Context: an optimization exercise on an open-source flow, tuned for small area and a short achievable clock period. The choices shown serve that exercise and are no tape-out recipe. The RTL was checked by simulation tests, not by an equivalence proof against the original design. Power and IR drop assume default switching activity.

Setup of onyx:
==> flow/design.v (excerpt) <==
module timerTop (
  input  wire                       CPUbus,
  input  wire                       arstN,
  input  wire                       hSel,
  input  wire [32-1:0]        hAddr,
  input  wire [1:0]                 hTrans,
  input  wire                       hWrite,
  input  wire [32-1:0]       hWdata,
  input  wire                       hReady,
  input  wire [2:0]                 evnt,
  output logic [32-1:0]      hRdata,
  output logic                      hReadyOut,
  output logic                      hResp,
  output logic [2-1:0]  pwm,
  output logic                      intr
);
For scale: about 1900 cells after synthesis, about 370 flip-flops, about 110 I/O pins, about 20000 µm² of cells after synthesis.
==> flow/config.mk <==
export PLATFORM = sky130hd
export DESIGN_NAME = timerTop
export DESIGN_NICKNAME = timerTop
export VERILOG_FILES = /design/flow/design.v
export SDC_FILE = /design/flow/constraint.sdc
export NUM_CORES = 4
export LEC_CHECK = 0
export CAP_MARGIN = 20
export CORE_MARGIN = 2
export CORE_UTILIZATION = 50
export CTS_CLUSTER_DIAMETER = 80
export CTS_CLUSTER_SIZE = 24
export GPL_ROUTABILITY_DRIVEN = 0
export SETUP_SLACK_MARGIN = 2.5
export SLEW_MARGIN = 20
export TNS_END_PERCENT = 5
==> flow/constraint.sdc <==
create_clock -name core_clock -period 5.5 [get_ports {CPUbus}]
set_input_delay 1.1000 -clock core_clock [delete_from_list [all_inputs] [get_ports {CPUbus}]]
set_output_delay 1.1000 -clock core_clock [all_outputs]
set_load 0.01 [all_outputs]
standard.sh (not shown) runs the stock make flow with config.mk's settings and CLKGATE_MAP_FILE= SYNTH_SCRIPT=/design/flow/synth_recipe.tcl, a recipe that flattens the netlist after the stock synthesis.
==> flow/flow/run.sh <==
#!/bin/bash
# Own layout flow: the standard flow, step by step, with the standard
# synthesis unchanged. The only difference from the standard layout is that
# every input and output port is buffered with a plain buf_2 instead of the
# buffer cell buffer_ports would otherwise pick. Each step's full output goes
# to its own log file here; ORFS also keeps its per-step logs under orfs/logs.
set -euo pipefail
export BUFFER_PORTS_ARGS="-buffer_cell sky130_fd_sc_hd__buf_2"
for step in synth floorplan place cts route finish; do
  bash standard.sh "$step" > "$step.log" 2>&1
done
onyx ran to completion and came out clean on the timing, design-rule and antenna checks.
Input-level comparison between maple and onyx:
Settings: removing GPL_ROUTABILITY_DRIVEN (formerly 0); changing SETUP_SLACK_MARGIN from 2.5 to 2.65.
==> results.txt <==
From onyx to maple the numbers moved as follows: core utilization increased 1.4 points, area added between synthesis and finish increased 2.8 points, total wirelength of the detailed-routed design increased about 2.3%, ratio of cells with drive above 1 in the final layout increased 2.6 points, share of cell area taken by multi-input logic gates decreased 0.19 points. Diff onyx -> maple: internal power summed over all cells has increased; combinational group power has increased; setup skew after layout has remained practically unchanged. On post-layout instance area: between onyx and maple, it ends up higher for maple.
--- input diff maple..xenon ---
Settings: changing TNS_END_PERCENT from 5 to 10; changing SETUP_SLACK_MARGIN from 2.65 to 2.5; changing CTS_CLUSTER_SIZE from 24 to 20; changing CTS_CLUSTER_DIAMETER from 80 to 60.
==> flow/flow/run.sh <==
#!/bin/bash
# Own layout flow: the standard flow (standard synthesis unchanged), with
# every input and output port buffered by a plain buf_2 instead of the buffer
# cell buffer_ports would pick by itself. Each tool's output goes to its own
# log file here; ORFS keeps its per-step logs under orfs/logs.
set -euo pipefail
export BUFFER_PORTS_ARGS="-buffer_cell sky130_fd_sc_hd__buf_2"
bash standard.sh synth > synth.log 2>&1
bash standard.sh finish > layout.log 2>&1
--- outcome ---
- As far as buffering stage count on the worst path with inverters included goes, xenon and maple are indistinguishable; the numbers are identical.
- Re final worst-path cycle share: xenon is 0.41 points up on maple.
- Diff maple -> xenon: worst setup slack down 0.023 ns; number of antenna violations at the first check in global routing decreased 1; clock tree skew after final layout climbed 0.011 ns; data arrival at the endpoint of the critical path up 0.02 ns; non-clock buffer count down about 13%.
- Via count was higher in the run labelled maple.
- Final critical path time including I/O delays and setup on xenon is behind maple.
- Changes observed in xenon relative to maple: fraction of layout cells with a size suffix above 1 has decreased, cell area power density has increased.
For raven, these inputs were changed with respect to xenon:
Settings: swapping 2.5 for 2.8 in SETUP_SLACK_MARGIN.
==> results.txt <==
Having completed the whole flow, raven delivered a layout that passed the timing, design-rule and antenna checks.
Compared xenon against raven; clock group total power within noise.
Comparing xenon against raven, there is no change at all in maximum number of buffers from clock root to sink.
raven against xenon: final period utilization shows no meaningful change; via-per-instance ratio shows an increase of about 0.7%; number of buffers and inverters on the critical path shows a reduction of 1.
Against xenon, aggregate routed wire length in raven rose by a few percent.
### raven -> sierra
Settings: CTS_CLUSTER_SIZE: 20 -> 24; CTS_CLUSTER_DIAMETER: 60 -> 80; SETUP_SLACK_MARGIN: 2.8 -> 2.5.
Results
sierra: fraction of area in multi-input gates higher than raven. Non-clock buffer count delta for sierra relative to raven: 50 lower. The design area in sierra sits 1400 µm² below the value recorded for raven.

## static timing again, ports no longer ideal
In the flow no input, the clock included, has a driving cell. The finished layouts below were timed again as built, in two steps.
Step 1 assumes that a clkbuf_16 drives the clock port and a buf_2 every other input.
Step 2 times the ports against the registers' clock, not the clock port: input delays grow and output delays shrink by t, the midpoint of the rising clock arrivals with the driver on.
Three values: ideal ports, drivers, drivers and shift; two values: the first two.
run | t (ns) | setup WS [ns] | clock arrival spread, ns | worst slew at a driven data input, ns
onyx | 0.619 | 2.481 / 2.423 / 2.290 | 0.023 / 0.023 | 0.05
maple | 0.618 | 2.493 / 2.436 / 2.283 | 0.026 / 0.026 | 0.05
xenon | 0.620 | 2.470 / 2.413 / 2.265 | 0.037 / 0.038 | 0.05
raven | 0.623 | 2.478 / 2.424 / 2.275 | 0.037 / 0.037 | 0.05
sierra | 0.618 | 2.478 / 2.420 / 2.279 | 0.022 / 0.022 | 0.05
After both steps every run listed still meets setup and hold. The setup slack of maple, which loses most, moves by -0.057 ns with the drivers and by -0.210 ns with both steps.
